From an optimization exercise on the open Yosys and OpenROAD flow, aimed at small area; shortcuts taken in it are not production practice. In this exercise RTL edits were held to simulation tests only and were not proved equivalent to the original. Power and IR drop assume default switching activity.

### flow/run.sh
#!/bin/bash
# synth_recipe.tcl (not shown) runs the flow's synth.tcl, then flattens the netlist and writes it again
# the make line also repeats each setting of config.mk as NAME=value (left out here)
make -C /OpenROAD-flow-scripts/flow DESIGN_CONFIG=/design/flow/config.mk WORK_HOME=/design/flow/orfs CLKGATE_MAP_FILE= SYNTH_SCRIPT=/design/flow/synth_recipe.tcl finish
### flow/config.mk
export PLATFORM = sky130hd
export DESIGN_NAME = mvm_host_ctrl
export DESIGN_NICKNAME = mvm_host_ctrl
export VERILOG_FILES = /design/flow/design.v
export SDC_FILE = /design/flow/constraint.sdc
export NUM_CORES = 4
export LEC_CHECK = 0
export CAP_MARGIN = 20
export CORE_MARGIN = 2
export CORE_UTILIZATION = 40
export SLEW_MARGIN = 20
### flow/constraint.sdc
create_clock -name core_clock -period 5.0 [get_ports {clk}]
set_input_delay 1.0000 -clock core_clock [delete_from_list [all_inputs] [get_ports {clk}]]
set_output_delay 1.0000 -clock core_clock [all_outputs]
set_load 0.01 [all_outputs]
### flow/design.v
module mvm_host_ctrl #(
   parameter int k       = 8,
   parameter int b       = 8,
   parameter int timeout = 4096
) (
   input  logic                  clk,
   input  logic                  reset,
   input  logic                  cmd_valid,
   output logic                  cmd_ready,
   input  logic [1:0]            cmd_mode,
   input  logic                  in_valid,
   output logic                  in_ready,
   input  logic signed [b-1:0]   in_data,
   output logic                  loadMatrix,
   output logic                  loadVector,
   output logic                  start,
   output logic signed [b-1:0]   data_in,
   input  logic                  done,
   input  logic signed [2*b-1:0] data_out,
   output logic                  res_valid,
   input  logic                  res_ready,
   output logic signed [2*b-1:0] res_data,
   output logic                  res_last,
   output logic                  busy,
   output logic                  err
);
   localparam int NW = k*k + k;
   localparam int CW = $clog2(NW + 1);
   localparam int TW = $clog2(timeout);
   localparam int RW = $clog2(k);
   localparam logic [CW-1:0] N_ALL  = CW'(NW);
   localparam logic [CW-1:0] N_MAT  = CW'(k*k);
   localparam logic [CW-1:0] N_VEC  = CW'(k);
   localparam logic [TW-1:0] T_LAST = TW'(timeout - 2);
   localparam logic [RW-1:0] R_LAST = RW'(k - 1);
   typedef enum logic [3:0] {
      S_IDLE, S_FILL, S_LOAD1, S_STREAM1, S_LOAD2, S_STREAM2,
      S_START, S_WAIT, S_CAPTURE, S_DRAIN
   } state_t;
   state_t                state_q, state_d;
   logic [1:0]            mode_q, mode_d;
   logic [CW-1:0]         wr_cnt_q, wr_cnt_d;
   logic [CW-1:0]         rd_idx_q, rd_idx_d;
   logic [TW-1:0]         wait_cnt_q, wait_cnt_d;
   logic [RW-1:0]         cap_cnt_q, cap_cnt_d;
   logic [RW-1:0]         drn_idx_q, drn_idx_d;
   logic                  load_matrix_q, load_matrix_d;
   logic                  load_vector_q, load_vector_d;
   logic                  start_q, start_d;
   logic                  err_q, err_d;
   logic signed [b-1:0]   data_in_q, data_in_d;
   logic signed [b-1:0]   stage_q [NW];
   logic signed [2*b-1:0] res_buf_q [k];
   logic                  stage_we, res_we;
   logic                  mat_first, two_phase;
   logic [CW-1:0]         n_words, n_first;
   always_comb begin
      mat_first = (mode_q == 2'd0) || (mode_q == 2'd2);
      two_phase = !mode_q[1];
      case (mode_q)
         2'd2:    n_words = N_MAT;
         2'd3:    n_words = N_VEC;
         default: n_words = N_ALL;
      endcase
      n_first = mat_first ? N_MAT : N_VEC;
   end
   always_comb begin
      state_d    = state_q;
      mode_d     = mode_q;
      wr_cnt_d   = wr_cnt_q;
      rd_idx_d   = rd_idx_q;
      wait_cnt_d = wait_cnt_q;
      cap_cnt_d  = cap_cnt_q;
      drn_idx_d  = drn_idx_q;
      err_d      = 1'b0;
      data_in_d  = '0;
      stage_we   = 1'b0;
      res_we     = 1'b0;
      case (state_q)
         S_IDLE: begin
            wr_cnt_d = '0;
            rd_idx_d = '0;
            if (cmd_valid) begin
               mode_d  = cmd_mode;
               state_d = S_FILL;
            end
         end
         S_FILL: begin
            if (in_valid) begin
               stage_we = 1'b1;
               wr_cnt_d = wr_cnt_q + CW'(1);
               if (wr_cnt_q == n_words - CW'(1)) state_d = S_LOAD1;
            end
         end
         S_LOAD1, S_LOAD2: begin
            data_in_d = stage_q[rd_idx_q];
            rd_idx_d  = rd_idx_q + CW'(1);
            state_d   = (state_q == S_LOAD1) ? S_STREAM1 : S_STREAM2;
         end
         S_STREAM1: begin
            if (rd_idx_q == n_first) begin
               state_d = two_phase ? S_LOAD2 : S_START;
            end else begin
               data_in_d = stage_q[rd_idx_q];
               rd_idx_d  = rd_idx_q + CW'(1);
            end
         end
         S_STREAM2: begin
            if (rd_idx_q == n_words) begin
               state_d = S_START;
            end else begin
               data_in_d = stage_q[rd_idx_q];
               rd_idx_d  = rd_idx_q + CW'(1);
            end
         end
         S_START: begin
            wait_cnt_d = '0;
            state_d    = S_WAIT;
         end
         S_WAIT: begin
            if (done) begin
               cap_cnt_d = '0;
               state_d   = S_CAPTURE;
            end else if (wait_cnt_q == T_LAST) begin
               err_d   = 1'b1;
               state_d = S_IDLE;
            end else begin
               wait_cnt_d = wait_cnt_q + TW'(1);
            end
         end
         S_CAPTURE: begin
            res_we = 1'b1;
            if (cap_cnt_q == R_LAST) begin
               drn_idx_d = '0;
               state_d   = S_DRAIN;
            end else begin
               cap_cnt_d = cap_cnt_q + RW'(1);
            end
         end
         S_DRAIN: begin
            if (res_ready) begin
               if (drn_idx_q == R_LAST) state_d = S_IDLE;
               else                     drn_idx_d = drn_idx_q + RW'(1);
            end
         end
         default: state_d = S_IDLE;
      endcase
      load_matrix_d = ((state_d == S_LOAD1) &&  mat_first) || ((state_d == S_LOAD2) && !mat_first);
      load_vector_d = ((state_d == S_LOAD1) && !mat_first) || ((state_d == S_LOAD2) &&  mat_first);
      start_d       = (state_d == S_START);
   end
   always_ff @(posedge clk) begin
      if (reset) begin
         state_q       <= S_IDLE;
         mode_q        <= 2'd0;
         wr_cnt_q      <= '0;
         rd_idx_q      <= '0;
         wait_cnt_q    <= '0;
         cap_cnt_q     <= '0;
         drn_idx_q     <= '0;
         load_matrix_q <= 1'b0;
         load_vector_q <= 1'b0;
         start_q       <= 1'b0;
         err_q         <= 1'b0;
         data_in_q     <= '0;
      end else begin
         state_q       <= state_d;
         mode_q        <= mode_d;
         wr_cnt_q      <= wr_cnt_d;
         rd_idx_q      <= rd_idx_d;
         wait_cnt_q    <= wait_cnt_d;
         cap_cnt_q     <= cap_cnt_d;
         drn_idx_q     <= drn_idx_d;
         load_matrix_q <= load_matrix_d;
         load_vector_q <= load_vector_d;
         start_q       <= start_d;
         err_q         <= err_d;
         data_in_q     <= data_in_d;
      end
   end
   always_ff @(posedge clk) begin
      if (reset) begin
         for (int i = 0; i < NW; i++) stage_q[i] <= '0;
         for (int i = 0; i < k; i++)  res_buf_q[i] <= '0;
      end else begin
         if (stage_we) stage_q[wr_cnt_q] <= in_data;
         if (res_we)   res_buf_q[cap_cnt_q] <= data_out;
      end
   end
   assign cmd_ready  = (state_q == S_IDLE);
   assign in_ready   = (state_q == S_FILL);
   assign busy       = (state_q != S_IDLE);
   assign loadMatrix = load_matrix_q;
   assign loadVector = load_vector_q;
   assign start      = start_q;
   assign data_in    = data_in_q;
   assign err        = err_q;
   assign res_valid  = (state_q == S_DRAIN);
   assign res_data   = (state_q == S_DRAIN) ? res_buf_q[drn_idx_q] : '0;
   assign res_last   = (state_q == S_DRAIN) && (drn_idx_q == R_LAST);
endmodule
==> results of run 1 <==
## cell type report
class,instances,area [um^2],area share
antenna,1,2.50,0.0000420
clock buffer,166,3490,0.0587
clock inverter,74,637,0.0107
inverter,16,60.1,0.00101
multi-input combinational,1815,16000,0.268
sequential,1212,35800,0.601
tap,1755,2200,0.0369
timing repair buffer,149,1400,0.0235
## cells in the final DEF (no fill, tap or decap), drive strengths merged, types with 7 or more instances in the layout
cell type         n
a211oi           10
a21oi            47
a221oi            9
a22oi            54
and2            709
buf              94
clkbuf          166
clkdlybuf4s50    55
clkinv           61
dfxtp            60
edfxtp         1152
ha                9
inv              22
mux2             11
mux2i            86
mux4            271
nand2            72
nand2b            9
nand3            36
nand3b            8
nand4            18
nor2            209
nor2b            12
nor3             13
nor4              9
o21ai            19
o221ai            9
o22ai             7
or2              84
or3              13
xor2             13
## per-layer routing
metal	global-route usage	wire, um	vias up
li1	-	-	12500
met1	0.291	60700	15000
met2	0.316	64900	1128
met3	0.0412	9670	235
met4	0.0662	3920	4
met5	0	34	-
## cell families (layout without fill, tap and decap cells)
family | Yosys count | in the layout | share of synthesized area
simple gates | 1220 | 1220 | 0.136
compound gates | 199 | 199 | 0.0267
fa+ha+maj | 9 | 9 | 0.00213
other cells | 0 | 1 | 0
mux | 368 | 368 | 0.134
xor+xnor | 19 | 19 | 0.00314
flops | 1212 | 1212 | 0.676
buf+inv | 233 | 405 | 0.0226
## critical path: cells and delay by family, from the launching register on
| family | cells | cell delay, ns |
|---|---|---|
| buffers and inverters | 2 | 1.00 |
| flip-flops | 1 | 0.31 |
| multiplexers | 2 | 0.82 |
| AND/OR/NAND/NOR | 1 | 0.07 |
## how the worst min path moves through the flow
stage                              start        endpoint  slack (ns)  cells past startpoint
final                     wait_cnt_q[10]  wait_cnt_q[10]        0.50                      2
after global routing       wait_cnt_q[6]   wait_cnt_q[6]        0.53                      2
after global placement    wait_cnt_q[10]  wait_cnt_q[10]        0.47                      2
after CTS                 wait_cnt_q[10]  wait_cnt_q[10]        0.49                      2
after floorplan           wait_cnt_q[10]  wait_cnt_q[10]        0.46                      2
after detailed placement  wait_cnt_q[10]  wait_cnt_q[10]        0.49                      2
## through the flow
step | hold WS [ns] | std cells | utilization | power [mW]
finish | 0.500 | 5188 | 0.453 | 21.4
global placement | 0.473 | 4946 | 0.422 | 12.2
CTS | 0.494 | 5187 | 0.453 | 21.6
detailed placement | 0.486 | 4947 | 0.422 | 12.2
global route | 0.526 | 5187 | 0.453 | 22.0
floorplan | 0.458 | 3260 | - | 11.9
## power breakdown
part / leakage, nW / switching, mW / internal, mW
Clock: 2.01 / 4.13 / 5.27
Combinational: 5.92 / 0.417 / 0.171
Sequential: 11.4 / 0.0910 / 11.3
## state kept, by name, summed over array words and instances, names as in the netlist, named ones only
name           count
stage_q         1024
res_buf_q        128
wait_cnt_q        12
data_in_q          8
rd_idx_q           7
wr_cnt_q           7
state_q            4
cap_cnt_q          3
drn_idx_q          3
mode_q             2
err_q              1
load_matrix_q      1
load_vector_q      1
start_q            1
==> metrics.md, run 1 <==
| Metric | Value |
|---|---|
| DRC | 0 |
| DIE AREA | 0.135 mm^2 |
| Worst-case reg-to-reg path depth | 6 |
| Critical Path RT | 4.00 ns |
| Yosys warnings | 1 |
| Static leakage | 19.4 nW |
| Worst reg-to-reg setup slack | 1.51 ns |
| Worst hold-check path type | reg2reg |
| TNS Setup | 0 ns |
| Total vias in the final route | 28900 |
| Height of the die | 368 um |
| Post-CTS setup buffers | 0 |
| Post-Syn Area | 0.0529 mm^2 |
| Max-slew headroom at the worst pin | 0.321 |
| Setup crit end | res_data[9] |
| Via density | 5.57 |
| Post-synth top cells | edfxtp_1 (1152), and2_1 (708), mux4_2 (271) |
| Final period util | 0.800 |
| Post-Route WL | 139 mm |
| Final Setup Violations | 0 |
| Filler cell count | 11400 |
| Pre-CTS WS | 1.09 ns |
| CTS Buf Count | 132 |
| Post-synth top flop | edfxtp_1 |
| H-tree depth | 4 |
| Mapped Cells | 3260 |
| WS Path Type | reg2out |
| Largest cells by area after synthesis | edfxtp_1 (65%), mux4_2 (12%), and2_1 (8.4%) |
| Global route overflow | 0 |
| Largest net degree at the start of global routing | 129 |
| First-pass GRT wire length | 202 mm |
| Core Box Area | 0.131 mm^2 |
| Fmax | 250 MHz |
| CP arrival | 3.00 ns |
| Crit Reg-Reg Endpoint | data_in_q[5] |
| Clock Tree Root | clkbuf_16 |
| Crit path cell chain | buf_4, mux4_2, mux2i_1, nor2_1, clkdlybuf4s50_1 |
| Post-CTS Hold Fix Bufs | 0 |
| Max incr delay on CP | 0.58 ns |
| Seq/Total Area, Yosys | 0.676 |
| Rows | 133 |
| Routed len/inst | 26.8 um |
| Design area | 0.0596 mm^2 |
| Antenna viol nets, final | 0 |
| Initial antenna violation count | 2 |
| Area growth syn-to-layout | 12.5% |
| I/O Buffers | 64 |
| Flops & latches, synth | 1212 |
| Clk Latency, worst-skew pair | 0.77 ns |
| Fraction of layout cells with a size suffix above 1 | 0.206 |
| Status | timing/DRC/antenna clean |
| Async SR Flop Fraction | 0 |
| Vias in the first global route | 28700 |
| Initial cell density of the core | 0.403 |
| RSZ-0062 raised after global routing | false |
| Yosys top cell area share | 0.653 |
| Slew Limit Fails | 0 |
| CTS tree | done |
| Max VDD drop | 0.349 mV |
| Syn_nets | 3301 |
| Syn Area/Cell | 16.2 um^2 |
| Cell variety after synth | 87 |
| Final-report hold violation count | 0 |
| CP startpoint kind | flop |
| Reg clk slew, reported paths | 0.05 ns |
| Placer Congestion | 0.899 |
| Dpl cell area | 0.0554 mm^2 |
| CTS max path bufs | 3 |
| Final Skew | 0.0328 ns |
| Io pins | 65 |
| Crit path time final | 4.00 ns |
| Pwr Density | 360 mW/mm^2 |
| Setup WS post-layout | 1.00 ns |
| Worst-margin pin slew | 1.02 ns |
| Post-cts resize count | 0 |
| Post-DP HPWL | 87.0 mm |
| Final-stage net count | 3367 |
| Max Cap Viol | 0 |
| CTS sink cnt | 1212 |
| Initial DRC count | 3195 |
| Crit path max-delay cell type | mux4_2 |
| Die Wd | 368 um |
| Synth area leader | edfxtp_1 |
| Number of synthesized flops with an enable pin | 1152 |
| DR pass1 iterations | 6 |
| Critical Path Fanout Max | 32 |
| Most common cell in the synthesized netlist | edfxtp_1 |
| Crit path capture type | output port |
| GRT Util Overall | 0.205 |
==> run 2, diff against run 1 <==
==> flow/design.v (replaced) <==
module mvm_host_ctrl #(
   parameter int k       = 8,
   parameter int b       = 8,
   parameter int timeout = 4096
) (
   input  logic                  clk,
   input  logic                  reset,
   input  logic                  cmd_valid,
   output logic                  cmd_ready,
   input  logic [1:0]            cmd_mode,
   input  logic                  in_valid,
   output logic                  in_ready,
   input  logic signed [b-1:0]   in_data,
   output logic                  loadMatrix,
   output logic                  loadVector,
   output logic                  start,
   output logic signed [b-1:0]   data_in,
   input  logic                  done,
   input  logic signed [2*b-1:0] data_out,
   output logic                  res_valid,
   input  logic                  res_ready,
   output logic signed [2*b-1:0] res_data,
   output logic                  res_last,
   output logic                  busy,
   output logic                  err
);
   localparam int NW = k*k + k;       
   localparam int TW = $clog2(timeout);
   typedef enum logic [3:0] {
      S_IDLE    = 4'd0,
      S_ERR     = 4'd1,    
      S_FILL    = 4'd2,
      S_LOAD1   = 4'd3,
      S_STREAM1 = 4'd4,
      S_LOAD2   = 4'd5,
      S_STREAM2 = 4'd6,
      S_START   = 4'd7,
      S_WAIT    = 4'd8,
      S_CAPTURE = 4'd9,
      S_DRAIN   = 4'd10
   } state_t;
   state_t           state_q, state_d;
   logic [1:0]       mode_q;
   logic [TW-1:0]    cnt_q, cnt_d;
   logic [8*NW-1:0]  ch_q;            
   logic             en;
   logic [7:0]       tap;
   wire idle    = (state_q == S_IDLE) || (state_q == S_ERR);
   wire fill    = (state_q == S_FILL);
   wire stream  = (state_q == S_STREAM1) || (state_q == S_STREAM2);
   wire capture = (state_q == S_CAPTURE);
   wire drain   = (state_q == S_DRAIN);
   wire waiting = (state_q == S_WAIT);
   wire results = capture || drain;
   wire c_71   = cnt_q[6] & (&cnt_q[2:0]);
   wire c_63   = &cnt_q[5:0];
   wire c_7    = &cnt_q[2:0];
   wire c_tmo  = &cnt_q[TW-1:1];      
   wire fill_last = mode_q[1] ? (mode_q[0] ? c_7 : c_63) : c_71;
   wire first_last = mode_q[0] ? c_7 : c_63;
   always_comb begin
      state_d = state_q;
      case (state_q)
         S_IDLE, S_ERR: if (cmd_valid) state_d = S_FILL;
                        else           state_d = S_IDLE;
         S_FILL:    if (in_valid && fill_last) state_d = S_LOAD1;
         S_LOAD1:   state_d = S_STREAM1;
         S_STREAM1: if (first_last) begin
                       if (mode_q[1]) state_d = S_START;
                       else           state_d = S_LOAD2;
                    end
         S_LOAD2:   state_d = S_STREAM2;
         S_STREAM2: if (c_71) state_d = S_START;
         S_START:   state_d = S_WAIT;
         S_WAIT:    if (done) state_d = S_CAPTURE;
                    else if (c_tmo) state_d = S_ERR;
         S_CAPTURE: if (c_7) state_d = S_DRAIN;
         S_DRAIN:   if (res_ready && c_7) state_d = S_IDLE;
         default:   state_d = S_IDLE;
      endcase
   end
   assign en = (fill && in_valid) || stream || capture || (drain && res_ready);
   wire c_clr = idle || (state_q == S_LOAD1) || (state_q == S_START) || (waiting && done);
   wire c_inc = en || waiting;
   always_comb begin
      if (c_clr) cnt_d = '0;
      else       cnt_d = cnt_q + TW'(c_inc);
   end
   always_ff @(posedge clk) begin
      if (reset) state_q <= S_IDLE;
      else       state_q <= state_d;
      cnt_q <= cnt_d;
      if (idle) mode_q <= cmd_mode;
   end
   always_ff @(posedge clk) begin
      if (en) begin
         ch_q[8*NW-1:8*(k+1)] <= ch_q[8*NW-9:8*k];
         ch_q[8*k +: 8]       <= results ? data_out[15:8] : ch_q[8*(k-1) +: 8];
         ch_q[8*k-1:8]        <= ch_q[8*k-9:0];
         ch_q[7:0]            <= results ? data_out[7:0] : in_data;
      end
   end
   always_comb begin
      case (mode_q)
         2'd2:    tap = ch_q[8*(k*k-1) +: 8];
         2'd3:    tap = ch_q[8*(k-1) +: 8];
         default: tap = ch_q[8*(NW-1) +: 8];
      endcase
   end
   assign cmd_ready  = idle;
   assign busy       = !idle;
   assign in_ready   = fill;
   assign err        = (state_q == S_ERR);
   assign start      = (state_q == S_START);
   assign loadMatrix = ((state_q == S_LOAD1) && !mode_q[0]) || ((state_q == S_LOAD2) &&  mode_q[0]);
   assign loadVector = ((state_q == S_LOAD1) &&  mode_q[0]) || ((state_q == S_LOAD2) && !mode_q[0]);
   assign data_in    = stream ? tap : '0;
   assign res_valid  = drain;
   assign res_data   = {ch_q[8*(2*k-1) +: 8], ch_q[8*(k-1) +: 8]};
   assign res_last   = drain && c_7;
endmodule
--- a/flow/config.mk
+++ b/flow/config.mk
@@ -7,5 +7,5 @@
 export LEC_CHECK = 0
 export CAP_MARGIN = 20
 export CORE_MARGIN = 2
-export CORE_UTILIZATION = 40
+export CORE_UTILIZATION = 70
 export SLEW_MARGIN = 20
==> metrics.md, run 2 <==
| Metric | Value |
|---|---|
| Status | timing/DRC/antenna clean |
| Mapped Cells | 770 |
| Cell variety after synth | 46 |
| Die Wd | 168 um |
| Total vias in the final route | 7010 |
| Crit path capture type | output port |
| Flops & latches, synth | 594 |
| First-pass GRT wire length | 38.9 mm |
| Yosys top cell area share | 0.920 |
| Max-slew headroom at the worst pin | 0.407 |
| Syn_nets | 804 |
| Max VDD drop | 0.434 mV |
| Final-report hold violation count | 0 |
| CTS sink cnt | 594 |
| Critical Path Fanout Max | 14 |
| Core Box Area | 0.0267 mm^2 |
| Crit path time final | 3.71 ns |
| Static leakage | 6.91 nW |
| Antenna viol nets, final | 0 |
| Clk Latency, worst-skew pair | 0.56 ns |
| Slew Limit Fails | 0 |
| Synth Area in Simple Gates | 0.0192 |
| Yosys warnings | 1 |
| I/O Buffers | 64 |
| Placer Congestion | 0.942 |
| Diodes inserted | 0 |
| Via density | 5.60 |
| Seq/Total Area, Yosys | 0.937 |
| Commonest non-fill, non-tap cells in the layout | edfxtp_1 (578), clkdlybuf4s50_1 (64), clkbuf_16 (54) |
| Post-synthesis compound-gate area fraction | 0.0109 |
| WS Path Type | reg2out |
| Final period util | 0.743 |
| Final-stage net count | 903 |
| Rows | 60 |
| Largest cells by area after synthesis | edfxtp_1 (92%), dfxtp_1 (1.7%), mux2_1 (0.96%) |
| Top reg by flops | ch_q |
| Vias in the first global route | 6892 |
| CTS Buf Count | 54 |
| Synth area leader | edfxtp_1 |
| Pwr Density | 576 mW/mm^2 |
| Post-DP HPWL | 11.5 mm |
| Clock Tree Root | clkbuf_16 |
| RSZ-0062 raised after global routing | false |
| Reg clk slew, reported paths | 0.06 ns |
| Post-synth top flop | edfxtp_1 |
| Post-Syn Area | 0.0189 mm^2 |
| Global route overflow | 0 |
| Routed len/inst | 20.0 um |
| Post-CTS setup buffers | 0 |
| Max Cap Viol | 0 |
| Most common cell in the synthesized netlist | edfxtp_1 |
| Post-CTS Hold Fix Bufs | 0 |
| DRC | 0 |
| DIE AREA | 0.0283 mm^2 |
| Mux contribution to synthesized area | 0.0157 |
| Final Setup Violations | 0 |
| H-tree depth | 2 |
| Largest net degree at the start of global routing | 154 |
| CP startpoint kind | flop |
| Initial antenna violation count | 0 |
| Area growth syn-to-layout | 14.3% |
| # placed instances | 1154 |
| Fraction of layout cells with a size suffix above 1 | 0.100 |
| Fmax | 269 MHz |
| Syn Area/Cell | 24.5 um^2 |
| Async SR Flop Fraction | 0 |
| TNS Setup | 0 ns |
| DR pass1 iterations | 6 |
| Height of the die | 168 um |
| Post-synth top cells | edfxtp_1 (578), nor2_1 (31), buf_4 (18) |
| Number of synthesized flops with an enable pin | 578 |
| Initial cell density of the core | 0.706 |
| GRT Util Overall | 0.182 |
| CP arrival | 2.71 ns |
| Worst-margin pin slew | 0.883 ns |
| Fin cells | 1251 |
| Max FFs per register | 576 |
| Post-cts resize count | 0 |
| Synth Area in XOR/XNOR | 0.00511 |
| CTS max path bufs | 3 |
| Post-Synth Adder-Cell Area | 0.00133 |
| Worst hold-check path type | reg2reg |
| CTS tree | done |
| Critical Path RT | 4.00 ns |
| Post-Route WL | 25.0 mm |
| Largest family of logic cells by synthesized area | simple AND/OR/NAND/NOR gates |
| Biggest regs | ch_q (576), cnt_q (12), state_q (4) |
| Io pins | 65 |
| Initial DRC count | 829 |
| Final Skew | 0.00856 ns |
| Commonest non-fill, non-tap cell in the layout | edfxtp_1 |
-- run 2: cell count changes after synthesis, moves of 63 or more --
cell / change
nand2_1: -63
clkbuf_1: -108
mux4_2: -271
edfxtp_1: -574
mux2i_1: -76
nor2_1: -137
or2_2: -79
and2_1: -707
-- run 2: metrics by stage --
stage | hold WS, ns | setup WS [ns] | power [mW] | cell area (um^2) | utilization
final | 0.410 | 1.29 | 12.4 | 21600 | 0.806
after global routing | 0.412 | 1.17 | 12.9 | 21600 | 0.806
after CTS | 0.413 | 1.31 | 12.5 | 21600 | 0.806
after detailed placement | 0.405 | 1.41 | 8.58 | 19900 | 0.743
after global placement | 0.401 | 1.51 | 8.49 | 19900 | 0.743
after floorplan | 0.400 | -0.970 | 8.32 | 18900 | -
-- run 2: power by group --
group | total [mW] | internal, mW | leakage [nW] | switching, mW
clock network | 3.89 | 2.21 | 0.831 | 1.68
registers | 7.52 | 7.12 | 5.45 | 0.394
logic | 0.992 | 0.231 | 0.630 | 0.762
-- run 2: cell families after synthesis --
logic type | count (synthesis)
AO/OA/AOI/OAI | 30
buffers and inverters | 34
AND/OR/NAND/NOR | 72
multiplexers | 27
adder cells (fa/ha/maj) | 2
XOR/XNOR | 11
flip-flops | 594
-- run 2: area by class of cell --
class / count / area, um^2
Clock buffer: 75 / 1510
Clock inverter: 22 / 176
Tap cell: 341 / 427
Inverter: 7 / 33.8
Multi-Input combinational cell: 142 / 991
Fill cell: 1262 / 5170
Sequential cell: 594 / 17700
Timing Repair Buffer: 70 / 736
-- run 2: final timing paths --
path | startpoint | endpoint | slack [ns] | cells past startpoint
worst max-delay path | state_q[2] | data_in[4] | 1.29 | 4
worst min-delay path | ch_q[264] | ch_q[272] | 0.41 | 0
worst max register to register | state_q[3] | ch_q[192] | 2.11 | 6
worst min register to register | ch_q[264] | ch_q[272] | 0.41 | 0
-- run 2: per-layer routing --
layer	GRT usage	up-vias	routed length, um
li1	-	3223	-
met1	0.301	3525	12000
met2	0.255	211	11100
met3	0.0407	51	1330
met4	0.0469	0	549
met5	0	-	0
-- run 2: critical path, cell delays in order, from the launching register on --
cell             delay, ns
dfxtp_1               0.61
nand2b_1              0.25
or2_1                 0.40
a211oi_1              0.29
clkdlybuf4s50_1       0.60
==> run 3, diff against run 2 <==
--- a/flow/config.mk
+++ b/flow/config.mk
@@ -8,4 +8,7 @@
 export CAP_MARGIN = 20
 export CORE_MARGIN = 2
 export CORE_UTILIZATION = 70
+export CTS_BUF_LIST = sky130_fd_sc_hd__clkbuf_16
+export CTS_CLUSTER_DIAMETER = 60
+export CTS_CLUSTER_SIZE = 30
 export SLEW_MARGIN = 20
==> metrics.md, run 3 <==
| Metric | Value |
|---|---|
| Setup WS post-layout | 1.31 ns |
| Area growth syn-to-layout | 11.9% |
| Pwr Density | 552 mW/mm^2 |
| Post-synth top cells | edfxtp_1 (578), nor2_1 (31), buf_4 (18) |
| Post-Syn Area | 0.0189 mm^2 |
| Max FFs per register | 576 |
| Height of the die | 168 um |
| Mapped Cells | 770 |
| Max incr delay on CP | 0.61 ns |
| Crit path max-delay cell type | dfxtp_1 |
| Metal2 WL | 10.2 mm |
| Clk Latency, worst-skew pair | 0.53 ns |
| Cell variety after synth | 46 |
| CTS tree | done |
| Post-CTS Hold Fix Bufs | 0 |
| Async SR Flop Fraction | 0 |
| CP arrival | 2.69 ns |
| Global route overflow | 0 |
| Pre-CTS WS | 1.41 ns |
| Slew Limit Fails | 0 |
| Largest net degree at the start of global routing | 154 |
| R2R Path Start | state_q[3] |
| DR pass1 iterations | 6 |
| Commonest non-fill, non-tap cell in the layout | edfxtp_1 |
| Top reg by flops | ch_q |
| GRT Util Overall | 0.167 |
| Critical Path RT | 4.00 ns |
| Fmax | 271 MHz |
| Static leakage | 6.68 nW |
| Initial antenna violation count | 0 |
| Post-CTS setup buffers | 0 |
| Fraction of layout cells with a size suffix above 1 | 0.0856 |
| Post-synth top flop | edfxtp_1 |
| Design area | 0.0211 mm^2 |
| Post-synthesis compound-gate area fraction | 0.0109 |
| Antenna viol nets, final | 0 |
| CP startpoint kind | flop |
| Crit path time final | 3.69 ns |
| Via density | 5.66 |
| CTS sink cnt | 594 |
| Hold slack | 0.414 ns |
| Final-stage net count | 884 |
| Yosys warnings | 1 |
| Flops & latches, synth | 594 |
| Clock Tree Root | clkbuf_16 |
| Post-cts resize count | 0 |
| Biggest regs | ch_q (576), cnt_q (12), state_q (4) |
| Post-DP HPWL | 11.5 mm |
| Final period util | 0.737 |
| CTS max path bufs | 3 |
| Max VDD drop | 0.398 mV |
| Worst hold-check path type | reg2reg |
| Number of synthesized flops with an enable pin | 578 |
| Worst-margin pin slew | 0.910 ns |
| Fin util | 0.790 |
| H-tree depth | 2 |
| Most common cell in the synthesized netlist | edfxtp_1 |
| Dpl cell area | 0.0199 mm^2 |
| RSZ-0062 raised after global routing | false |
| Final-report hold violation count | 0 |
| DIE AREA | 0.0283 mm^2 |
| CTS Buf Count | 35 |
| Core Box Area | 0.0267 mm^2 |
| Crit path cell chain | nand2b_1, or2_1, a211oi_1, clkdlybuf4s50_1 |
| Mux contribution to synthesized area | 0.0157 |
| Io pins | 65 |
| Synth Area in Simple Gates | 0.0192 |
| Syn_nets | 804 |
| Crit path capture type | output port |
| WL met1 | 11.5 mm |
| Commonest non-fill, non-tap cells in the layout | edfxtp_1 (578), clkdlybuf4s50_1 (64), clkbuf_16 (37) |
| I/O Buffers | 64 |
| Largest family of logic cells by synthesized area | simple AND/OR/NAND/NOR gates |
| Synth area leader | edfxtp_1 |
| WS Path Type | reg2out |
| Rows | 60 |
| Diodes inserted | 0 |
| Critical Path Fanout Max | 14 |
| Hold Path Sink | ch_q[29] |
| Power Total | 11.6 mW |
| Final Skew | 0.0214 ns |
| Status | timing/DRC/antenna clean |
| Largest cells by area after synthesis | edfxtp_1 (92%), dfxtp_1 (1.7%), mux2_1 (0.96%) |
| Final Setup Violations | 0 |
| Worst reg-to-reg setup slack | 2.06 ns |
| Initial DRC count | 768 |
| Hold Crit Depth | 0 |
| Initial cell density of the core | 0.706 |
| Vias in the first global route | 6438 |
| First-pass GRT wire length | 36.1 mm |
| Max Cap Viol | 0 |
| Min-Delay Startpoint | ch_q[21] |
| DRC | 0 |
| Routed len/inst | 19.2 um |
| Synth Area in XOR/XNOR | 0.00511 |
| Crit Reg-Reg Endpoint | ch_q[240] |
| Worst-case reg-to-reg path depth | 6 |
| Max-slew headroom at the worst pin | 0.389 |
| Yosys top cell area share | 0.920 |
| Max Used Layer | met4 |
| Seq/Total Area, Yosys | 0.937 |
| Routed length on met3 | 1.11 mm |
| Total vias in the final route | 6886 |
| Die Wd | 168 um |
| Post-Synth Adder-Cell Area | 0.00133 |
| Reg clk slew, reported paths | 0.09 ns |
| Syn Area/Cell | 24.5 um^2 |
| Placer Congestion | 0.942 |
| Post-Route WL | 23.3 mm |
[run 3: cell counts after synthesis]
No cell type changed its count.
[run 3: worst max-delay path, delay by kind of cell, from the launching register on]
kind                   cells  cell delay (ns)
AOI/OAI and AO/OA          1             0.30
buffers and inverters      1             0.60
DFF                        1             0.61
and+or+nand+nor            2             0.65
[run 3: per-stage QoR]
step                std cells  TNS, ns
floorplan                 770  -558.51
global placement         1154        0
detailed placement       1154        0
CTS                      1217        0
global route             1217        0
finish                   1217        0
[run 3: final cells by class]
class                           count  area [um^2]
Inverter                            7         33.8
Clock buffer                       37          926
Sequential cell                   594        17700
Tap cell                          341          427
Clock inverter                     26          317
Fill cell                        1334         5620
Multi-Input combinational cell    142          991
Timing Repair Buffer               70          736
[run 3: routing by layer]
metal / GRT usage / up-vias
met5: 0 / -
met4: 0.0480 / 0
met1: 0.283 / 3478
met2: 0.234 / 179
met3: 0.0287 / 46
li1: - / 3183
[run 3: cells by family (layout without fill, tap and decap cells)]
logic type               Yosys count  in the layout
adder cells (fa/ha/maj)            2              2
AND/OR/NAND/NOR                   72             72
flip-flops                       594            594
AO/OA/AOI/OAI                     30             30
XOR/XNOR                          11             11
buffers and inverters             34            140
multiplexers                      27             27
[run 3: worst max path at each step]
stage	start	to	slack, ns
global route	state_q[2]	data_in[2]	1.19
CTS	state_q[2]	data_in[6]	1.33
floorplan	in_valid	ch_q[0]	-0.97
global placement	in_valid	ch_q[208]	1.51
detailed placement	in_valid	ch_q[264]	1.41
finish	state_q[2]	data_in[6]	1.31
[run 3: where the power goes]
group | switching [mW] | leakage [nW] | internal (mW)
clock | 1.59 | 0.601 | 1.58
combinational | 0.757 | 0.630 | 0.231
sequential | 0.383 | 5.45 | 7.11
==> run 4, diff against run 3 <==
--- a/flow/config.mk
+++ b/flow/config.mk
@@ -8,7 +8,7 @@
 export CAP_MARGIN = 20
 export CORE_MARGIN = 2
 export CORE_UTILIZATION = 70
-export CTS_BUF_LIST = sky130_fd_sc_hd__clkbuf_16
-export CTS_CLUSTER_DIAMETER = 60
-export CTS_CLUSTER_SIZE = 30
+export CTS_BUF_LIST = sky130_fd_sc_hd__clkbuf_8
+export CTS_CLUSTER_DIAMETER = 40
+export CTS_CLUSTER_SIZE = 18
 export SLEW_MARGIN = 20
==> metrics.md, run 4 <==
| Metric | Value |
|---|---|
| CTS Buf Count | 50 |
| Commonest non-fill, non-tap cell in the layout | edfxtp_1 |
| Diodes inserted | 0 |
| Crit path time final | 3.73 ns |
| Via density | 5.58 |
| Area growth syn-to-layout | 11.3% |
| Flops & latches, synth | 594 |
| Io pins | 65 |
| Worst-margin pin slew | 0.836 ns |
| Pwr Density | 541 mW/mm^2 |
| Initial DRC count | 771 |
| Core Box Area | 0.0267 mm^2 |
| Number of synthesized flops with an enable pin | 578 |
| Final Skew | 0.0204 ns |
| CTS max path bufs | 3 |
| RSZ-0062 raised after global routing | false |
| Post-cts resize count | 0 |
| Post-CTS setup buffers | 0 |
| DIE AREA | 0.0283 mm^2 |
| DRC | 0 |
| Cell variety after synth | 46 |
| Pre-CTS WS | 1.41 ns |
| Post-synth top flop | edfxtp_1 |
| Setup WS post-layout | 1.27 ns |
| Syn_nets | 804 |
| Max VDD drop | 0.409 mV |
| Clk Latency, worst-skew pair | 0.58 ns |
| Slew Limit Fails | 0 |
| Final-report hold violation count | 0 |
| Worst hold-check path type | reg2reg |
| Height of the die | 168 um |
| Async SR Flop Fraction | 0 |
| Routed len/inst | 18.3 um |
| Post-synth top cells | edfxtp_1 (578), nor2_1 (31), buf_4 (18) |
| CP arrival | 2.73 ns |
| Placer Congestion | 0.942 |
| Static leakage | 6.62 nW |
| Yosys top cell area share | 0.920 |
| Worst-case reg-to-reg path depth | 6 |
| Final-stage net count | 899 |
| WS Path Type | reg2out |
| Max FFs per register | 576 |
| Largest net degree at the start of global routing | 154 |
| CP startpoint kind | flop |
| Post-Syn Area | 0.0189 mm^2 |
| Status | timing/DRC/antenna clean |
| Synth area leader | edfxtp_1 |
| Post-CTS Hold Fix Bufs | 0 |
| Initial cell density of the core | 0.706 |
| CTS tree | done |
| GRT Util Overall | 0.163 |
| Crit path capture type | output port |
| Antenna viol nets, final | 0 |
| Largest cells by area after synthesis | edfxtp_1 (92%), dfxtp_1 (1.7%), mux2_1 (0.96%) |
| Final Setup Violations | 0 |
| Hold slack | 0.407 ns |
| Total vias in the final route | 6922 |
| Final period util | 0.745 |
| Fmax | 268 MHz |
| Critical Path RT | 4.00 ns |
| Post-DP HPWL | 11.5 mm |
| Rows | 60 |
| Yosys warnings | 1 |
| First-pass GRT wire length | 35.4 mm |
| Clock Tree Root | clkbuf_8 |
| CTS sink cnt | 594 |
| I/O Buffers | 64 |
| Max-slew headroom at the worst pin | 0.439 |
| Seq/Total Area, Yosys | 0.937 |
| Reg clk slew, reported paths | 0.10 ns |
| Syn Area/Cell | 24.5 um^2 |
| Biggest regs | ch_q (576), cnt_q (12), state_q (4) |
| DR pass1 iterations | 6 |
| Hold Crit Depth | 0 |
| Fraction of layout cells with a size suffix above 1 | 0.111 |
| Max Cap Viol | 0 |
| Post-Route WL | 22.7 mm |
| Mapped Cells | 770 |
| Most common cell in the synthesized netlist | edfxtp_1 |
| Critical Path Fanout Max | 14 |
| Initial antenna violation count | 0 |
| Top reg by flops | ch_q |
| Vias in the first global route | 6458 |
| Global route overflow | 0 |
| H-tree depth | 2 |
| Die Wd | 168 um |
| Commonest non-fill, non-tap cells in the layout | edfxtp_1 (578), clkdlybuf4s50_1 (64), clkbuf_8 (51) |
-- run 4: path summary, 6_finish.rpt --
check / start / to / slack [ns]
worst max-delay path: state_q[2] / data_in[6] / 1.27
worst min-delay path: ch_q[88] / ch_q[96] / 0.41
worst max register to register: state_q[3] / ch_q[385] / 2.07
worst min register to register: ch_q[88] / ch_q[96] / 0.41
-- run 4: layout make-up --
class | instances | area (um^2)
flip-flops and latches | 594 | 17700
clock buffers | 51 | 702
repair buffers | 70 | 736
inverters | 7 | 33.8
well taps | 341 | 427
multi-input cells | 142 | 991
fillers | 1350 | 5740
clock inverters | 36 | 422
-- run 4: routing by layer --
layer,track usage,up-vias,share of wire
met5,0,-,0
met4,0.0510,0,0.020
met3,0.0360,50,0.050
met2,0.217,183,0.43
met1,0.278,3472,0.50
li1,-,3217,-
-- run 4: report_power, final --
| part | total, mW | switching (mW) | internal, mW |
|---|---|---|---|
| clock | 2.89 | 1.60 | 1.30 |
| sequential | 7.48 | 0.369 | 7.11 |
| combinational | 0.984 | 0.753 | 0.230 |
| total | 11.4 | 2.72 | 8.63 |
-- run 4: worst max-delay path: stages, from the launching register on --
cell and delay, ns:
dfxtp_1 0.61, nand2b_1 0.25, or2_1 0.40, a211oi_1 0.31, clkdlybuf4s50_1 0.60
-- run 4: kinds of logic after synthesis --
group	share of synthesized area
multiplexers	0.0157
AND/OR/NAND/NOR	0.0192
AO/OA/AOI/OAI	0.0109
adder cells (fa/ha/maj)	0.00133
XOR/XNOR	0.00511
buffers and inverters	0.0105
flip-flops	0.937
-- run 4: through the flow --
stage / TNS [ns] / cell area (um^2) / power [mW] / utilization / std cells
3_3_place_gp: 0 / 19900 / 8.49 / 0.743 / 1154
4_1_cts: 0 / 21000 / 11.5 / 0.785 / 1241
6_report: 0 / 21000 / 11.4 / 0.785 / 1241
3_5_place_dp: 0 / 19900 / 8.58 / 0.743 / 1154
2_1_floorplan: -558.51 / 18900 / 8.32 / - / 770
5_1_grt: 0 / 21000 / 11.9 / 0.785 / 1241
==> run 5, diff against run 4 <==
==> flow/flow/run.sh (new file) <==
#!/bin/bash
# The standard layout, with two changes: the ports get the smallest buffer
# (sky130 buf_1) instead of the one buffer_ports picks by default, and clock
# tree synthesis inserts no dummy loads. Every other step is the standard flow's own.
set -euo pipefail
cd "$(dirname "$0")/.."
bash standard.sh \
  "BUFFER_PORTS_ARGS=-buffer_cell sky130_fd_sc_hd__buf_1" \
  "CTS_ARGS=-sink_clustering_enable -repair_clock_nets -dont_use_dummy_load -buf_list sky130_fd_sc_hd__clkbuf_8 -sink_clustering_size 18 -sink_clustering_max_diameter 40" \
  finish > standard.log 2>&1
==> flow/standard.sh (new file) <==
#!/bin/bash
# synth_recipe.tcl (not shown) runs the flow's synth.tcl, then flattens the netlist and writes it again
# the make line also repeats each setting of config.mk as NAME=value (left out here)
make -C /OpenROAD-flow-scripts/flow DESIGN_CONFIG=/design/flow/config.mk WORK_HOME=/design/flow/orfs CLKGATE_MAP_FILE= SYNTH_SCRIPT=/design/flow/synth_recipe.tcl "${@:-finish}"
--- a/flow/config.mk
+++ b/flow/config.mk
@@ -8,7 +8,4 @@
 export CAP_MARGIN = 20
 export CORE_MARGIN = 2
 export CORE_UTILIZATION = 70
-export CTS_BUF_LIST = sky130_fd_sc_hd__clkbuf_8
-export CTS_CLUSTER_DIAMETER = 40
-export CTS_CLUSTER_SIZE = 18
 export SLEW_MARGIN = 20
removed: flow/run.sh
==> metrics.md, run 5 <==
| Metric | Value |
|---|---|
| Largest cells by area after synthesis | edfxtp_1 (92%), dfxtp_1 (1.7%), mux2_1 (0.96%) |
| CP delay by family, top | simple AND/OR/NAND/NOR gates |
| Final Skew | 0.0734 ns |
| Crit path max-delay cell type | dfxtp_1 |
| Diodes inserted | 0 |
| WS Path Type | reg2out |
| Number of synthesized flops with an enable pin | 578 |
| Clk Latency, worst-skew pair | 0.59 ns |
| Syn_nets | 804 |
| Fmax | 300 MHz |
| Synth Area in Simple Gates | 0.0192 |
| DR pass1 iterations | 4 |
| Synth Area in XOR/XNOR | 0.00511 |
| First-pass GRT wire length | 35.5 mm |
| Routed len/inst | 18.9 um |
| Max FFs per register | 576 |
| Fraction of layout cells with a size suffix above 1 | 0.0806 |
| Pre-CTS WS | 1.81 ns |
| Reg clk slew, reported paths | 0.10 ns |
| Cell variety after synth | 46 |
| Post-synth top flop | edfxtp_1 |
| Most common cell in the synthesized netlist | edfxtp_1 |
| Worst hold-check path type | reg2reg |
| RSZ-0062 raised after global routing | false |
| Post-Synth Adder-Cell Area | 0.00133 |
| Seq/Total Area, Yosys | 0.937 |
| Hold slack | 0.350 ns |
| Yosys warnings | 1 |
| Max incr delay on CP | 0.63 ns |
| Pint | 8.20 mW |
| Final-stage net count | 904 |
| Post-synthesis compound-gate area fraction | 0.0109 |
| Yosys top cell area share | 0.920 |
| CTS sink cnt | 594 |
| CTS Buf Count | 50 |
| Final period util | 0.667 |
| Io pins | 65 |
| Via density | 5.64 |
| Initial cell density of the core | 0.706 |
| Synth area leader | edfxtp_1 |
| Post-cts resize count | 0 |
| CP startpoint kind | flop |
| Global route overflow | 0 |
| Top reg by flops | ch_q |
| Pwr Density | 527 mW/mm^2 |
| Critical Path RT | 4.00 ns |
| Crit path time final | 3.33 ns |
| Initial antenna violation count | 1 |
| I/O Buffers | 64 |
| Sequential share of power | 0.700 |
| Post-CTS Hold Fix Bufs | 0 |
| CTS tree | done |
| Comb pwr share | 0.093 |
| Crit path cell chain | nand2b_1, or2_1, a211oi_1, buf_1 |
| Vias in the first global route | 6555 |
| Dpl cell area | 0.0196 mm^2 |
| Setup WS post-layout | 1.67 ns |
| Mapped Cells | 770 |
| Commonest non-fill, non-tap cells in the layout | edfxtp_1 (578), buf_1 (64), clkbuf_8 (50) |
| Post-Route WL | 22.9 mm |
| Height of the die | 168 um |
| CTS max path bufs | 3 |
| Max VDD drop | 0.338 mV |
| Syn Area/Cell | 24.5 um^2 |
| Static leakage | 6.32 nW |
| Psw | 2.46 mW |
| Final Setup Violations | 0 |
| Biggest regs | ch_q (576), cnt_q (12), state_q (4) |
| Commonest non-fill, non-tap cell in the layout | edfxtp_1 |
| Async SR Flop Fraction | 0 |
| H-tree depth | 2 |
| Flops & latches, synth | 594 |
| Clk pwr share | 0.207 |
| Post-CTS setup buffers | 0 |
| Max-slew headroom at the worst pin | 0.382 |
| Post-synth top cells | edfxtp_1 (578), nor2_1 (31), buf_4 (18) |
| DRC | 0 |
| Max Cap Viol | 0 |
| Placer Congestion | 0.792 |
| Initial DRC count | 533 |
| Mux contribution to synthesized area | 0.0157 |
| Area growth syn-to-layout | 7.38% |
| DIE AREA | 0.0283 mm^2 |
| Post-Syn Area | 0.0189 mm^2 |
| Power Total | 10.7 mW |
| Clock Tree Root | clkbuf_8 |
| Crit path capture type | output port |
| GRT Util Overall | 0.164 |
| Slew Limit Fails | 0 |
| Largest net degree at the start of global routing | 85 |
| Core Box Area | 0.0267 mm^2 |
| CP arrival | 2.33 ns |
| Largest family of logic cells by synthesized area | simple AND/OR/NAND/NOR gates |
| Status | timing/DRC/antenna clean |
| Final-report hold violation count | 0 |
| Antenna viol nets, final | 0 |
| Design area | 0.0203 mm^2 |
| Post-DP HPWL | 12.3 mm |
| Rows | 60 |
| Die Wd | 168 um |
| Sw Ratio | 0.231 |
| Critical Path Fanout Max | 14 |
| Worst Path Buf+Inv | 1 |
| Total vias in the final route | 6822 |
| Worst-margin pin slew | 0.921 ns |
## run 5: cell counts after synthesis
No cell type changed its count.
## run 5: final cells by class
class,count,area [um^2]
flip-flops and latches,594,17700
fillers,1397,6470
multi-input cells,142,991
clock buffers,50,688
repair buffers,75,435
well taps,341,427
inverters,7,33.8
## run 5: cells by family after synthesis
logic type,Yosys count
flip-flops,594
AND/OR/NAND/NOR,72
buffers and inverters,34
AO/OA/AOI/OAI,30
multiplexers,27
XOR/XNOR,11
adder cells (fa/ha/maj),2
## run 5: power groups by stage
stage / Clock, mW / Sequential, mW / Combinational (mW)
after floorplan: 0 / 7.60 / 0.717
after global placement: 0 / 7.53 / 0.957
after detailed placement: 0 / 7.57 / 1.02
after CTS: 2.30 / 7.50 / 1.01
after global routing: 2.44 / 7.58 / 1.10
final: 2.21 / 7.46 / 0.989
## run 5: layer usage
layer	up-vias	part of all wire	GRT usage
li1	3182	-	-
met1	3427	0.50	0.279
met2	167	0.42	0.221
met3	46	0.060	0.0339
met4	0	0.022	0.0521
met5	-	0	0
## run 5: final timing paths
kind | from | to | slack, ns | depth (start not counted)
worst min-delay path | ch_q[552] | ch_q[560] | 0.35 | 0
worst max-delay path | state_q[2] | data_in[4] | 1.67 | 4
worst min register to register | ch_q[552] | ch_q[560] | 0.35 | 0
worst max register to register | state_q[3] | ch_q[552] | 2.16 | 6
## run 5: through the flow
step	std cells	util	setup TNS, ns
global placement	1159	0.732	0
floorplan	770	-	-558.51
finish	1209	0.758	0
global route	1209	0.758	0
detailed placement	1159	0.732	0
CTS	1209	0.758	0
==> run 6, diff against run 5 <==
--- a/flow/flow/run.sh
+++ b/flow/flow/run.sh
@@ -6,5 +6,5 @@
 cd "$(dirname "$0")/.."
 bash standard.sh \
   "BUFFER_PORTS_ARGS=-buffer_cell sky130_fd_sc_hd__buf_1" \
-  "CTS_ARGS=-sink_clustering_enable -repair_clock_nets -dont_use_dummy_load -buf_list sky130_fd_sc_hd__clkbuf_8 -sink_clustering_size 18 -sink_clustering_max_diameter 40" \
+  "CTS_ARGS=-sink_clustering_enable -repair_clock_nets -dont_use_dummy_load -buf_list sky130_fd_sc_hd__clkbuf_8 -sink_clustering_size 24 -sink_clustering_max_diameter 40" \
   finish > standard.log 2>&1
==> metrics.md, run 6 <==
| Metric | Value |
|---|---|
| Routing usage on met2 | 0.220 |
| Psw | 2.45 mW |
| Slew Limit Fails | 0 |
| Largest net degree at the start of global routing | 85 |
| Post-synth top cells | edfxtp_1 (578), nor2_1 (31), buf_4 (18) |
| Syn_nets | 804 |
| Largest cells by area after synthesis | edfxtp_1 (92%), dfxtp_1 (1.7%), mux2_1 (0.96%) |
| Cell variety after synth | 46 |
| H-tree depth | 2 |
| CP arrival | 2.36 ns |
| Initial cell density of the core | 0.706 |
| Commonest non-fill, non-tap cells in the layout | edfxtp_1 (578), buf_1 (64), clkbuf_8 (48) |
| CTS Buf Count | 48 |
| Met1 Usage GRT | 0.279 |
| Critical Path RT | 4.00 ns |
| Post-Route WL | 23.0 mm |
| Final Setup Violations | 0 |
| Worst Path Buf+Inv | 1 |
| Post-Syn Area | 0.0189 mm^2 |
| Power Total | 10.6 mW |
| Initial DRC count | 603 |
| Hold slack | 0.368 ns |
| Final period util | 0.672 |
| Final Skew | 0.0796 ns |
| Static leakage | 6.30 nW |
| Post-DP HPWL | 12.3 mm |
| Post-cts resize count | 0 |
| Worst-margin pin slew | 0.910 ns |
| Commonest non-fill, non-tap cell in the layout | edfxtp_1 |
| Height of the die | 168 um |
| Biggest regs | ch_q (576), cnt_q (12), state_q (4) |
| Fraction of layout cells with a size suffix above 1 | 0.0785 |
| Most common cell in the synthesized netlist | edfxtp_1 |
| Crit path capture type | output port |
| Flops & latches, synth | 594 |
| Crit Reg-Reg Endpoint | ch_q[552] |
| Post-CTS setup buffers | 0 |
| Setup WS post-layout | 1.64 ns |
| Async SR Flop Fraction | 0 |
| Post-CTS Hold Fix Bufs | 0 |
| Crit path max-delay cell type | dfxtp_1 |
| Post-synth top flop | edfxtp_1 |
| Crit path cell chain | nand2b_1, or2_1, a211oi_1, buf_1 |
| Routed len/inst | 19.0 um |
| Max Cap Viol | 0 |
| Clk Latency, worst-skew pair | 0.60 ns |
| Worst reg-to-reg setup slack | 2.18 ns |
| Global route overflow | 0 |
| Sw Ratio | 0.231 |
| Pwr Density | 525 mW/mm^2 |
| Final-report hold violation count | 0 |
| Via density | 5.66 |
| Rows | 60 |
| Yosys top cell area share | 0.920 |
| Max-slew headroom at the worst pin | 0.389 |
| Vias in the first global route | 6555 |
| DIE AREA | 0.0283 mm^2 |
| GRT busiest layer | met1 |
| First-pass GRT wire length | 35.4 mm |
| Antenna viol nets, final | 0 |
| Diodes inserted | 0 |
| CP startpoint kind | flop |
| Core Box Area | 0.0267 mm^2 |
| Seq/Total Area, Yosys | 0.937 |
| CTS tree | done |
| Placer Congestion | 0.792 |
| Hold Path Sink | ch_q[560] |
| Max FFs per register | 576 |
| Comb pwr share | 0.093 |
| Filler cell count | 1413 |
| Pint | 8.17 mW |
| RSZ-0062 raised after global routing | false |
| GRT Util Overall | 0.164 |
| Design area | 0.0202 mm^2 |
| CP delay by family, top | simple AND/OR/NAND/NOR gates |
| Critical Path Fanout Max | 14 |
| Status | timing/DRC/antenna clean |
| Mapped Cells | 770 |
| Hold Crit Depth | 0 |
| Worst hold-check path type | reg2reg |
| Sequential share of power | 0.703 |
| Max incr delay on CP | 0.63 ns |
| Fmax | 297 MHz |
| Top reg by flops | ch_q |
| Yosys warnings | 1 |
| CTS sink cnt | 594 |
| Reg clk slew, reported paths | 0.10 ns |
| Total vias in the final route | 6831 |
| WS Path Type | reg2out |
| Initial antenna violation count | 1 |
| Met3 track demand over resource | 0.0315 |
| Synth area leader | edfxtp_1 |
| Area growth syn-to-layout | 7.24% |
| Clock Tree Root | clkbuf_8 |
| DRC | 0 |
| Min-Delay Startpoint | ch_q[552] |
| CTS max path bufs | 3 |
| Number of synthesized flops with an enable pin | 578 |
| Io pins | 65 |
| Dpl cell area | 0.0196 mm^2 |
| Worst-case reg-to-reg path depth | 6 |
| Max VDD drop | 0.330 mV |
| Crit path time final | 3.36 ns |
| DR pass1 iterations | 4 |
| Final-stage net count | 902 |
| R2R Path Start | state_q[3] |
| Die Wd | 168 um |
| I/O Buffers | 64 |
| Clk pwr share | 0.204 |
| Pre-CTS WS | 1.81 ns |
| Syn Area/Cell | 24.5 um^2 |
run 6: worst max-delay path by stage:
stage                     from    endpoint  slack, ns  cells past startpoint
global route        state_q[2]  data_in[1]       1.46                      4
CTS                 state_q[2]  data_in[1]       1.63                      4
detailed placement    in_valid   ch_q[488]       1.81                      7
global placement      in_valid   ch_q[504]       1.85                      7
floorplan             in_valid     ch_q[0]      -0.97                      5
finish              state_q[2]  data_in[4]       1.64                      4
run 6: cell type report:
type / count / area [um^2] / area share
clock buffer: 48 / 661 / 0.0327
tap: 341 / 427 / 0.0211
inverter: 7 / 33.8 / 0.00167
timing repair buffer: 75 / 435 / 0.0215
multi-input combinational: 142 / 991 / 0.0490
sequential: 594 / 17700 / 0.874
run 6: metal layers:
| layer | vias up | part of all wire |
|---|---|---|
| met1 | 3453 | 0.50 |
| met3 | 46 | 0.053 |
| met4 | 0 | 0.024 |
| met2 | 161 | 0.42 |
| met5 | - | 0 |
| li1 | 3171 | - |
run 6: cells by family after synthesis:
group                      Yosys count  share of synthesized area
DFF                                594                      0.937
and+or+nand+nor                     72                     0.0192
buffers and inverters               34                     0.0105
AOI/OAI and AO/OA                   30                     0.0109
muxes                               27                     0.0157
xor gates and xnor gates            11                    0.00511
adders and majority gates            2                    0.00133
run 6: power groups by stage:
stage          clock [mW]  sequential (mW)  combinational (mW)
4_1_cts              2.25             7.50                1.01
5_1_grt              2.39             7.58                1.10
6_report             2.17             7.46               0.989
2_1_floorplan           0             7.60               0.717
3_5_place_dp            0             7.57                1.02
3_3_place_gp            0             7.53               0.957
run 6: through the flow:
stage | cells | setup TNS [ns] | util
finish | 1207 | 0 | 0.757
global route | 1207 | 0 | 0.757
CTS | 1207 | 0 | 0.757
detailed placement | 1159 | 0 | 0.732
global placement | 1159 | 0 | 0.732
floorplan | 770 | -558.51 | -
==> run 7, diff against run 6 <==
--- a/flow/flow/run.sh
+++ b/flow/flow/run.sh
@@ -6,5 +6,5 @@
 cd "$(dirname "$0")/.."
 bash standard.sh \
   "BUFFER_PORTS_ARGS=-buffer_cell sky130_fd_sc_hd__buf_1" \
-  "CTS_ARGS=-sink_clustering_enable -repair_clock_nets -dont_use_dummy_load -buf_list sky130_fd_sc_hd__clkbuf_8 -sink_clustering_size 24 -sink_clustering_max_diameter 40" \
+  "CTS_ARGS=-sink_clustering_enable -repair_clock_nets -dont_use_dummy_load -buf_list {sky130_fd_sc_hd__clkbuf_4 sky130_fd_sc_hd__clkbuf_8} -sink_clustering_size 16 -sink_clustering_max_diameter 40" \
   finish > standard.log 2>&1
==> metrics.md, run 7 <==
| Metric | Value |
|---|---|
| Post-synth top cells | edfxtp_1 (578), nor2_1 (31), buf_4 (18) |
| DRC | 0 |
| Clock Tree Root | clkbuf_8 |
| Worst-margin pin slew | 0.917 ns |
| Number of synthesized flops with an enable pin | 578 |
| Area growth syn-to-layout | 7.46% |
| Final Skew | 0.0601 ns |
| First-pass GRT wire length | 35.7 mm |
| Placer Congestion | 0.792 |
| Final period util | 0.671 |
| Max incr delay on CP | 0.63 ns |
| H-tree depth | 2 |
| Diodes inserted | 0 |
| WS Path Type | reg2out |
| Yosys warnings | 1 |
| CTS tree | done |
| RSZ-0062 raised after global routing | false |
| Static leakage | 6.32 nW |
| Crit path capture type | output port |
| Antenna viol nets, final | 0 |
| CTS Buf Count | 51 |
| Mux contribution to synthesized area | 0.0157 |
| Post-Synth Adder-Cell Area | 0.00133 |
| Crit path cell chain | nand2b_1, or2_1, a211oi_1, buf_1 |
| Die Wd | 168 um |
| CP arrival | 2.36 ns |
| Max VDD drop | 0.331 mV |
| GRT Util Overall | 0.165 |
| Clk Latency, worst-skew pair | 0.59 ns |
| Post-DP HPWL | 12.3 mm |
| Mapped Cells | 770 |
| Design area | 0.0203 mm^2 |
| Hold Crit Depth | 0 |
| Crit path max-delay cell type | dfxtp_1 |
| DR pass1 iterations | 4 |
| Critical Path RT | 4.00 ns |
| Initial antenna violation count | 1 |
| Post-Syn Area | 0.0189 mm^2 |
| Global route overflow | 0 |
| Reg area | 0.0177 mm^2 |
| Status | timing/DRC/antenna clean |
| I/O Buffers | 64 |
| Largest cells by area after synthesis | edfxtp_1 (92%), dfxtp_1 (1.7%), mux2_1 (0.96%) |
| Initial DRC count | 550 |
| Biggest regs | ch_q (576), cnt_q (12), state_q (4) |
| TNS Setup | 0 ns |
| Core Box Area | 0.0267 mm^2 |
| Final-report hold violation count | 0 |
| Syn Area/Cell | 24.5 um^2 |
| Post-cts resize count | 0 |
| Vias in the first global route | 6565 |
| Crit path time final | 3.36 ns |
| Flops & latches, synth | 594 |
| Syn_nets | 804 |
| Critical Path Fanout Max | 14 |
| Setup WS post-layout | 1.64 ns |
| Routed len/inst | 19.0 um |
| Fraction of layout cells with a size suffix above 1 | 0.0817 |
| Synth Area in Simple Gates | 0.0192 |
| DIE AREA | 0.0283 mm^2 |
| Max FFs per register | 576 |
| Seq/Total Area, Yosys | 0.937 |
| Post-Route WL | 23.0 mm |
| Reg clk slew, reported paths | 0.09 ns |
| Synth Area in XOR/XNOR | 0.00511 |
| Yosys top cell area share | 0.920 |
| Worst-case reg-to-reg path depth | 6 |
| Async SR Flop Fraction | 0 |
| Largest family of logic cells by synthesized area | simple AND/OR/NAND/NOR gates |
| Fmax | 298 MHz |
| Worst hold-check path type | reg2reg |
| Cell variety after synth | 46 |
| Total vias in the final route | 6814 |
| Initial cell density of the core | 0.706 |
| Synth area leader | edfxtp_1 |
| CTS sink cnt | 594 |
| Post-CTS Hold Fix Bufs | 0 |
| Filler cell count | 1391 |
| Io pins | 65 |
| Pre-CTS WS | 1.81 ns |
| Slew Limit Fails | 0 |
| Commonest non-fill, non-tap cell in the layout | edfxtp_1 |
| Final Setup Violations | 0 |
| Commonest non-fill, non-tap cells in the layout | edfxtp_1 (578), buf_1 (64), clkbuf_8 (51) |
| CP startpoint kind | flop |
| Largest net degree at the start of global routing | 85 |
| Height of the die | 168 um |
| Post-CTS setup buffers | 0 |
| Most common cell in the synthesized netlist | edfxtp_1 |
| Max-slew headroom at the worst pin | 0.384 |
| Pwr Density | 528 mW/mm^2 |
| Post-synth top flop | edfxtp_1 |
| Final-stage net count | 905 |
| Top reg by flops | ch_q |
| Hold slack | 0.370 ns |
| Max Cap Viol | 0 |
| Dpl cell area | 0.0196 mm^2 |
| CTS max path bufs | 3 |
| Via density | 5.63 |
| Rows | 60 |
| Post-synthesis compound-gate area fraction | 0.0109 |
| Multi-input logic area | 991 um^2 |
## run 7: critical path, delay by kind of cell, from the launching register on
kind | cells | cell delay, ns
and+or+nand+nor | 2 | 0.66
DFF | 1 | 0.63
AOI/OAI and AO/OA | 1 | 0.34
buffers and inverters | 1 | 0.20
## run 7: kinds of logic after synthesis
| group | count (synthesis) |
|---|---|
| buffers and inverters | 34 |
| flip-flops | 594 |
| adder cells (fa/ha/maj) | 2 |
| AND/OR/NAND/NOR | 72 |
| AO/OA/AOI/OAI | 30 |
| multiplexers | 27 |
| XOR/XNOR | 11 |
## run 7: cell type report
| cell class | instances | share of cell area |
|---|---|---|
| clock buffer | 51 | 0.0346 |
| inverter | 7 | 0.00167 |
| multi-input combinational | 142 | 0.0489 |
| sequential | 594 | 0.872 |
| tap | 341 | 0.0211 |
| timing repair buffer | 75 | 0.0215 |
## run 7: layer usage
metal  vias up  routed length (um)  global-route usage
met3        43                1380              0.0357
met2       165                9670               0.222
met5         -                   0                   0
li1       3177                   -                   -
met1      3429               11500               0.281
met4         0                 465              0.0502
## run 7: final timing paths
path              start         end  slack [ns]
max          state_q[2]  data_in[4]        1.64
min           ch_q[552]   ch_q[560]        0.37
max reg2reg  state_q[3]   ch_q[552]        2.17
min reg2reg   ch_q[552]   ch_q[560]        0.37
## run 7: power by group
group	internal [mW]	total, mW	switching, mW
Clock	0.909	2.24	1.33
Combinational	0.215	0.989	0.774
Sequential	7.10	7.47	0.369
## run 7: stage by stage
| step | std cells | power, mW | utilization |
|---|---|---|---|
| floorplan | 770 | 8.32 | - |
| global placement | 1159 | 8.49 | 0.732 |
| detailed placement | 1159 | 8.58 | 0.732 |
| CTS | 1210 | 10.8 | 0.758 |
| global route | 1210 | 11.2 | 0.758 |
| finish | 1210 | 10.7 | 0.758 |
==> run 8, diff against run 7 <==
==> flow/flow/run.sh (replaced) <==
#!/bin/bash
# The standard layout, with two changes: the ports get the smallest buffer
# (sky130 buf_1) instead of the one buffer_ports picks by default, and clock
# tree synthesis inserts no dummy loads. Every other step is the standard flow's own.
set -euo pipefail
cd "$(dirname "$0")/.."
bash standard.sh \
  "BUFFER_PORTS_ARGS=-buffer_cell sky130_fd_sc_hd__buf_1" \
  "CTS_ARGS=-sink_clustering_enable -repair_clock_nets -dont_use_dummy_load -buf_list sky130_fd_sc_hd__clkbuf_4 -sink_clustering_size 12 -sink_clustering_max_diameter 30" \
  finish > standard.log 2>&1
==> metrics.md, run 8 <==
| Metric | Value |
|---|---|
| Status | timing/DRC/antenna clean |
| Async SR Flop Fraction | 0 |
| Initial cell density of the core | 0.706 |
| Crit path cell chain | nand2b_1, or2_1, a211oi_1, buf_1 |
| Total vias in the final route | 7011 |
| Post-Syn Area | 0.0189 mm^2 |
| Max VDD drop | 0.302 mV |
| Setup WS post-layout | 1.51 ns |
| Yosys warnings | 1 |
| Antenna viol nets, final | 0 |
| Height of the die | 168 um |
| Rows | 60 |
| Cell variety after synth | 46 |
| Largest cells by area after synthesis | edfxtp_1 (92%), dfxtp_1 (1.7%), mux2_1 (0.96%) |
| Placer Congestion | 0.792 |
| Commonest non-fill, non-tap cells in the layout | edfxtp_1 (578), clkbuf_4 (87), buf_1 (64) |
| Sequential share of power | 0.703 |
| Reg clk slew, reported paths | 0.07 ns |
| Global route overflow | 0 |
| CP startpoint kind | flop |
| CTS sink cnt | 594 |
| Final-report hold violation count | 0 |
| Mapped Cells | 770 |
| Area growth syn-to-layout | 7.21% |
| Synth area leader | edfxtp_1 |
| Max FFs per register | 576 |
| WS Path Type | reg2out |
| Filler cell count | 1425 |
| First-pass GRT wire length | 36.5 mm |
| Worst hold-check path type | reg2reg |
| Fmax | 286 MHz |
| Vias in the first global route | 6833 |
| Clk Latency, worst-skew pair | 0.71 ns |
| Final-stage net count | 941 |
| Syn Area/Cell | 24.5 um^2 |
| Crit path max-delay cell type | dfxtp_1 |
| Initial antenna violation count | 2 |
| DR pass1 iterations | 4 |
| Static leakage | 6.36 nW |
| GRT Util Overall | 0.170 |
| I/O Buffers | 64 |
| Io pins | 65 |
| RSZ-0062 raised after global routing | false |
| Clk pwr share | 0.204 |
| Yosys top cell area share | 0.920 |
| Post-CTS Hold Fix Bufs | 0 |
| Number of synthesized flops with an enable pin | 578 |
| Max Cap Viol | 0 |
| Routed len/inst | 18.7 um |
| Final Setup Violations | 0 |
| Slew Limit Fails | 0 |
| Post-DP HPWL | 12.3 mm |
| Max incr delay on CP | 0.64 ns |
| Seq/Total Area, Yosys | 0.937 |
| CP arrival | 2.49 ns |
| Sw Ratio | 0.236 |
| Initial DRC count | 563 |
| Pint | 8.11 mW |
| Post-Route WL | 23.4 mm |
| Post-synth top cells | edfxtp_1 (578), nor2_1 (31), buf_4 (18) |
| Fraction of layout cells with a size suffix above 1 | 0.118 |
| CTS max path bufs | 3 |
| Clock Tree Root | clkbuf_4 |
| Core Box Area | 0.0267 mm^2 |
| Commonest non-fill, non-tap cell in the layout | edfxtp_1 |
| Flops & latches, synth | 594 |
| Worst-margin pin slew | 0.909 ns |
| CTS tree | done |
| Psw | 2.51 mW |
| Power Total | 10.6 mW |
| Critical Path RT | 4.00 ns |
| Crit path time final | 3.49 ns |
| Most common cell in the synthesized netlist | edfxtp_1 |
| Max-slew headroom at the worst pin | 0.390 |
| Post-synth top flop | edfxtp_1 |
| Comb pwr share | 0.093 |
| DRC | 0 |
| Top reg by flops | ch_q |
| DIE AREA | 0.0283 mm^2 |
| Crit path capture type | output port |
| H-tree depth | 3 |
| Critical Path Fanout Max | 14 |
| Via density | 5.62 |
| Post-cts resize count | 0 |
| Pre-CTS WS | 1.81 ns |
| Biggest regs | ch_q (576), cnt_q (12), state_q (4) |
| Die Wd | 168 um |
| CTS Buf Count | 87 |
| Final period util | 0.699 |
| Largest net degree at the start of global routing | 85 |
| Syn_nets | 804 |
| Post-CTS setup buffers | 0 |
| Final Skew | 0.0718 ns |
| Pwr Density | 525 mW/mm^2 |
run 8: path summary, 6_finish.rpt:
| check | startpoint | to | slack (ns) | depth (start not counted) |
|---|---|---|---|---|
| setup reg to reg | state_q[3] | ch_q[480] | 2.13 | 6 |
| setup / recovery | state_q[2] | data_in[1] | 1.51 | 4 |
| hold reg to reg | ch_q[564] | ch_q[572] | 0.36 | 0 |
| hold / removal | ch_q[564] | ch_q[572] | 0.36 | 0 |
run 8: kinds of logic (layout without fill, tap and decap cells):
kind of cell	count (synthesis)	in the layout	synth area share
buffers and inverters	34	169	0.0105
xor gates and xnor gates	11	11	0.00511
and+or+nand+nor	72	72	0.0192
muxes	27	27	0.0157
other	0	1	0
AOI/OAI and AO/OA	30	30	0.0109
adders and majority gates	2	2	0.00133
DFF	594	594	0.937
run 8: power groups by stage:
stage	combinational [mW]	clock [mW]	sequential (mW)
after floorplan	0.717	0	7.60
after global placement	0.957	0	7.53
after detailed placement	1.02	0	7.57
after CTS	1.01	2.26	7.50
after global routing	1.10	2.44	7.58
final	0.987	2.17	7.47
run 8: cell type report:
type / instances / area (um^2) / area share
sequential: 594 / 17700 / 0.874
tap: 341 / 427 / 0.0211
clock buffer: 87 / 653 / 0.0323
antenna: 1 / 2.50 / 0.000124
inverter: 7 / 33.8 / 0.00167
timing repair buffer: 75 / 435 / 0.0215
multi-input combinational: 142 / 991 / 0.0490
run 8: per-stage QoR:
step / util / setup TNS (ns) / hold WS, ns / cell area (um^2) / std cells
after global routing: 0.757 / 0 / 0.365 / 20200 / 1247
after CTS: 0.756 / 0 / 0.365 / 20200 / 1246
after global placement: 0.732 / 0 / 0.401 / 19600 / 1159
after detailed placement: 0.732 / 0 / 0.405 / 19600 / 1159
after floorplan: - / -558.51 / 0.400 / 18900 / 770
final: 0.757 / 0 / 0.365 / 20200 / 1247
run 8: layer usage:
metal  global-route usage  vias up  part of all wire
li1                     -     3280                 -
met1                0.287     3495              0.49
met2                0.219      186              0.42
met3               0.0456       50             0.062
met4               0.0630        0             0.022
met5                    0        -                 0
run 8: critical path, delay by kind of cell, from the launching register on:
kind	cells	cell delay (ns)
and+or+nand+nor	2	0.66
buffers and inverters	1	0.21
DFF	1	0.64
AOI/OAI and AO/OA	1	0.32

Re-timed with assumed drivers on the ports (clkbuf_16 on the clock, buf_2 on other inputs), run 8 has 1.463 ns of setup slack against 1.506 ns with ideal ports, and 1.798 ns once port delays also move by the mid clock arrival of 0.700 ns.
